This is an optimization exercise on Yosys and OpenROAD, whose aim is small area, a short achievable clock period and few clock cycles per item, not a production implementation.
RTL that was checked went through simulation tests only; none was proved equivalent to the original.

run A:
==> module lc4_add16, before the edit <==
module lc4_add16
(
    input  logic [15:0] i_a,
    input  logic [15:0] i_b,
    input  logic        i_cin,
    output logic [15:0] o_sum,
    output logic [15:0] o_p,
    output logic [15:0] o_g
);
    logic [15:0] p;
    logic [15:0] g;
    logic [15:0] gg;
    logic [15:0] pp;
    always_comb begin
        p  = i_a ^ i_b;
        g  = i_a & i_b;
        gg = g;
        pp = p;
        gg[0] = g[0] | (p[0] & i_cin);
        for (int l = 0; l < 4; l++) begin
            for (int i = (2 << l) - 1; i < 16; i += (2 << l)) begin
                gg[i] = gg[i] | (pp[i] & gg[i - (1 << l)]);
                pp[i] = pp[i] & pp[i - (1 << l)];
            end
        end
        for (int l = 2; l >= 0; l--) begin
            for (int i = (3 << l) - 1; i < 16; i += (2 << l)) begin
                gg[i] = gg[i] | (pp[i] & gg[i - (1 << l)]);
                pp[i] = pp[i] & pp[i - (1 << l)];
            end
        end
        o_sum = p ^ {gg[14:0], i_cin};
        o_p   = p;
        o_g   = g;
    end
endmodule
make LEC_CHECK=0 ABC_AREA=1 CAP_MARGIN=20 CORE_MARGIN=2 CORE_UTILIZATION=40 PLACE_DENSITY=0.6 SETUP_SLACK_MARGIN=4.0 SLEW_MARGIN=20 TNS_END_PERCENT=0 finish   # period 8.2 ns
run.sh (not shown) runs the stock make flow with config.mk's settings and CLKGATE_MAP_FILE= SYNTH_SCRIPT=/design/flow/synth_recipe.tcl, a recipe that flattens the netlist after the stock synthesis.
## Diff of input files: run D against run A
--- a/flow/design.v
+++ b/flow/design.v
@@ -205,46 +205,10 @@
                  ({8'h00, i_b[7:0]} & {16{is_hiconst}});
     assign o_c = mc & {16{op_mul}};
     assign o_d = md & {16{op_mul}};
     assign o_k = mk & op_mul;
 endmodule
-module lc4_add16
-(
-    input  logic [15:0] i_a,
-    input  logic [15:0] i_b,
-    input  logic        i_cin,
-    output logic [15:0] o_sum,
-    output logic [15:0] o_p,
-    output logic [15:0] o_g
-);
-    logic [15:0] p;
-    logic [15:0] g;
-    logic [15:0] gg;
-    logic [15:0] pp;
-    always_comb begin
-        p  = i_a ^ i_b;
-        g  = i_a & i_b;
-        gg = g;
-        pp = p;
-        gg[0] = g[0] | (p[0] & i_cin);
-        for (int l = 0; l < 4; l++) begin
-            for (int i = (2 << l) - 1; i < 16; i += (2 << l)) begin
-                gg[i] = gg[i] | (pp[i] & gg[i - (1 << l)]);
-                pp[i] = pp[i] & pp[i - (1 << l)];
-            end
-        end
-        for (int l = 2; l >= 0; l--) begin
-            for (int i = (3 << l) - 1; i < 16; i += (2 << l)) begin
-                gg[i] = gg[i] | (pp[i] & gg[i - (1 << l)]);
-                pp[i] = pp[i] & pp[i - (1 << l)];
-            end
-        end
-        o_sum = p ^ {gg[14:0], i_cin};
-        o_p   = p;
-        o_g   = g;
-    end
-endmodule
 module lc4_mul16
 (
     input  logic [15:0] i_a,
     input  logic [15:0] i_b,
     output logic [15:0] o_s,
### Flow results
Changes observed in run D relative to run A: multi-input combinational gate total stayed essentially flat; post-synthesis instance area stayed essentially flat.
From run D to run A, total vias in the final route did not move at all.
Floorplan die height: run D vs run A identical
The number of instances in the placed design on run A is in line with that on run D.
Testbench counts of run D, summed over its fixed seeds: cycles 16,336, items 16,000.
For run A, only the layout was checked, not whether the RTL still works.

--- another note on this design; it stands on its own ---

==> flow/design.v (excerpt) <==
module lc4_core
(
    input  logic        gwe,
    input  logic        i_arst_n,
    input  logic        i_insn_valid,
    input  logic [15:0] i_insn,
    output logic        o_insn_ready,
    output logic        o_ret_valid,
    input  logic        i_ret_ready,
    output logic [15:0] o_ret_insn,
    output logic        o_ret_we,
    output logic [2:0]  o_ret_wsel,
    output logic [15:0] o_ret_data,
    output logic [2:0]  o_ret_nzp
);
make LEC_CHECK=0 CAP_MARGIN=20 CORE_MARGIN=2 CORE_UTILIZATION=40 PLACE_DENSITY=0.6 SETUP_SLACK_MARGIN=2.9 SLEW_MARGIN=20 TNS_END_PERCENT=0 finish   # period 8.2 ns
run.sh (not shown) runs the stock make flow with config.mk's settings and CLKGATE_MAP_FILE= SYNTH_SCRIPT=/design/flow/synth_recipe.tcl, a recipe that flattens the netlist after the stock synthesis.
Testbench counts at the start, summed over its fixed seeds: cycles 16,336, items 16,000.
Then changed:
--- a/flow/config.mk
+++ b/flow/config.mk
@@ -7,0 +8 @@
+export ABC_AREA = 1
@@ -12 +12,0 @@
-export SETUP_SLACK_MARGIN = 2.9
@@ -14 +13,0 @@
-export TNS_END_PERCENT = 0
What happened:
- worst setup slack gets worse by 0.44 ns
- core utilization drops by 1.8 points
- critical path depth grows by 8
- fmax falls by 7.3%
- synthesized cell count rose by 14%
- wire length decreases by 8.6%
- global-route usage drops by 1.5 points
- via count came out lower by 5.5%
Then changed:
--- a/flow/config.mk
+++ b/flow/config.mk
@@ -8 +7,0 @@
-export ABC_AREA = 1
Effect: Via count grows by 1.8%; utilization drops by 0.35 points; final cell count fell by about 9%; design area climbs by about 1.4%; global-route usage grows by 0.74 points.

Setup of P:
lc4_core, a different RTL version from the one above (not shown whole).
Size in the first run: about 1,700 cells after synthesis, about 61 I/O pins.
Settings: LEC_CHECK=0, ABC_AREA=1, CAP_MARGIN=20, CORE_MARGIN=2, CORE_UTILIZATION=40, PLACE_DENSITY=0.6, SETUP_SLACK_MARGIN=4.5, SLEW_MARGIN=20, TNS_END_PERCENT=0; clock period 8.2 ns.
Testbench counts of P, summed over its fixed seeds: cycles 16,336, items 16,000.
Modified inputs, Q compared to P
Settings: SETUP_SLACK_MARGIN: 4.5 -> 4.0.
## What came out
- From Q to P, final worst slack did not move at all.
- P → Q: non-clock buffer count closely matched the old numbers, sum of routed wire segments on met1 neither gained nor lost much, global-route wire length before repair has remained practically unchanged.
- Diff Q..P | total wirelength of the detailed-routed design | unchanged
For R, these inputs were changed with respect to Q:
Settings: a change of SETUP_SLACK_MARGIN from 4.0 to 3.0.
--- outcome ---
Compared with Q, R ends up with a smaller final cell area.
Q and R ended up with roughly the same synthesized cell area.
Post-CTS resize count of R falls short of that of Q by more than half.
What S does differently from R at the input level:
Settings: SETUP_SLACK_MARGIN removed (was 3.0); TNS_END_PERCENT removed (was 0).
### Flow results
| post-layout minimum cycle time | S vs R | worse |. Number of global-route vias before repair for S is lower than for R. Relative to R, the first-pass GRT wire length of S is lower by 1100 um. For S, the start-to-end type of the worst setup path was flop to output pin, unlike R, where it was flop to flop.
Edits applied to the flow inputs when going from S to T:
Settings: SETUP_SLACK_MARGIN now 3.5, previously not set; TNS_END_PERCENT now 0, previously not set.
### Flow results
Post-cts sizing count was higher in the run labelled T.
When T is set beside S, its final critical delay including setup and external delays turns out to be 1.36 ns smaller.
Of T and S, it is T that has the higher routing usage on met1.
On via total after detailed routing, T does worse than S.
T was carried through to the last stage, and its layout satisfied the timing, DRC and antenna checks.
There was hardly any difference in smallest hold slack between T and S.
Re number of endpoints with negative hold slack in the final report: no difference whatsoever between T and S.
Count of cells along the worst register-to-register path was lower in the run labelled T.
Delta(total stage count of the critical path, T - S) < 0
Comparing T and S, the higher global-route usage is on T.
Compared with S, T shows net count reported at finish that has gone up by a few percent.

## afterwards: timing with drivers on the ports
Ports are ideal in the flow. The routed layouts listed here were re-timed in OpenROAD.
Step 1, drivers: a clkbuf_16 drives gwe and a buf_2 each remaining input, both assumed.
Step 2 times the ports against the registers' clock, not the clock port: input delays grow and output delays shrink by t, the midpoint of the rising clock arrivals with the driver on.
Slacks: ideal ports / drivers / drivers and shift; pairs: ideal ports / drivers.
run	t (ns)	slack for setup (ns)	hold WS [ns]	pins driven straight from the clock port
run A	0.602	3.527 / 3.476 / 3.661	0.459 / 0.459 / 0.459	1
run D	0.602	3.527 / 3.476 / 3.661	0.459 / 0.459 / 0.459	1
the first run of note 2	0.574	2.630 / 2.582 / 2.667	0.473 / 0.473 / 0.473	1
the second run of note 2	0.583	2.189 / 2.139 / 2.652	0.453 / 0.453 / 0.453	1
the third run of note 2	0.569	1.894 / 1.894 / 1.894	0.467 / 0.467 / 0.467	1
P	0.573	3.239 / 3.192 / 3.216	0.456 / 0.456 / 0.456	1
Q	0.573	3.239 / 3.192 / 3.216	0.456 / 0.456 / 0.456	1
R	0.597	2.920 / 2.920 / 2.920	0.451 / 0.451 / 0.451	1
S	0.600	1.922 / 1.869 / 2.054	0.452 / 0.452 / 0.452	1
T	0.597	3.278 / 3.226 / 3.291	0.455 / 0.455 / 0.455	1
After both steps setup and hold are still met in every run listed.
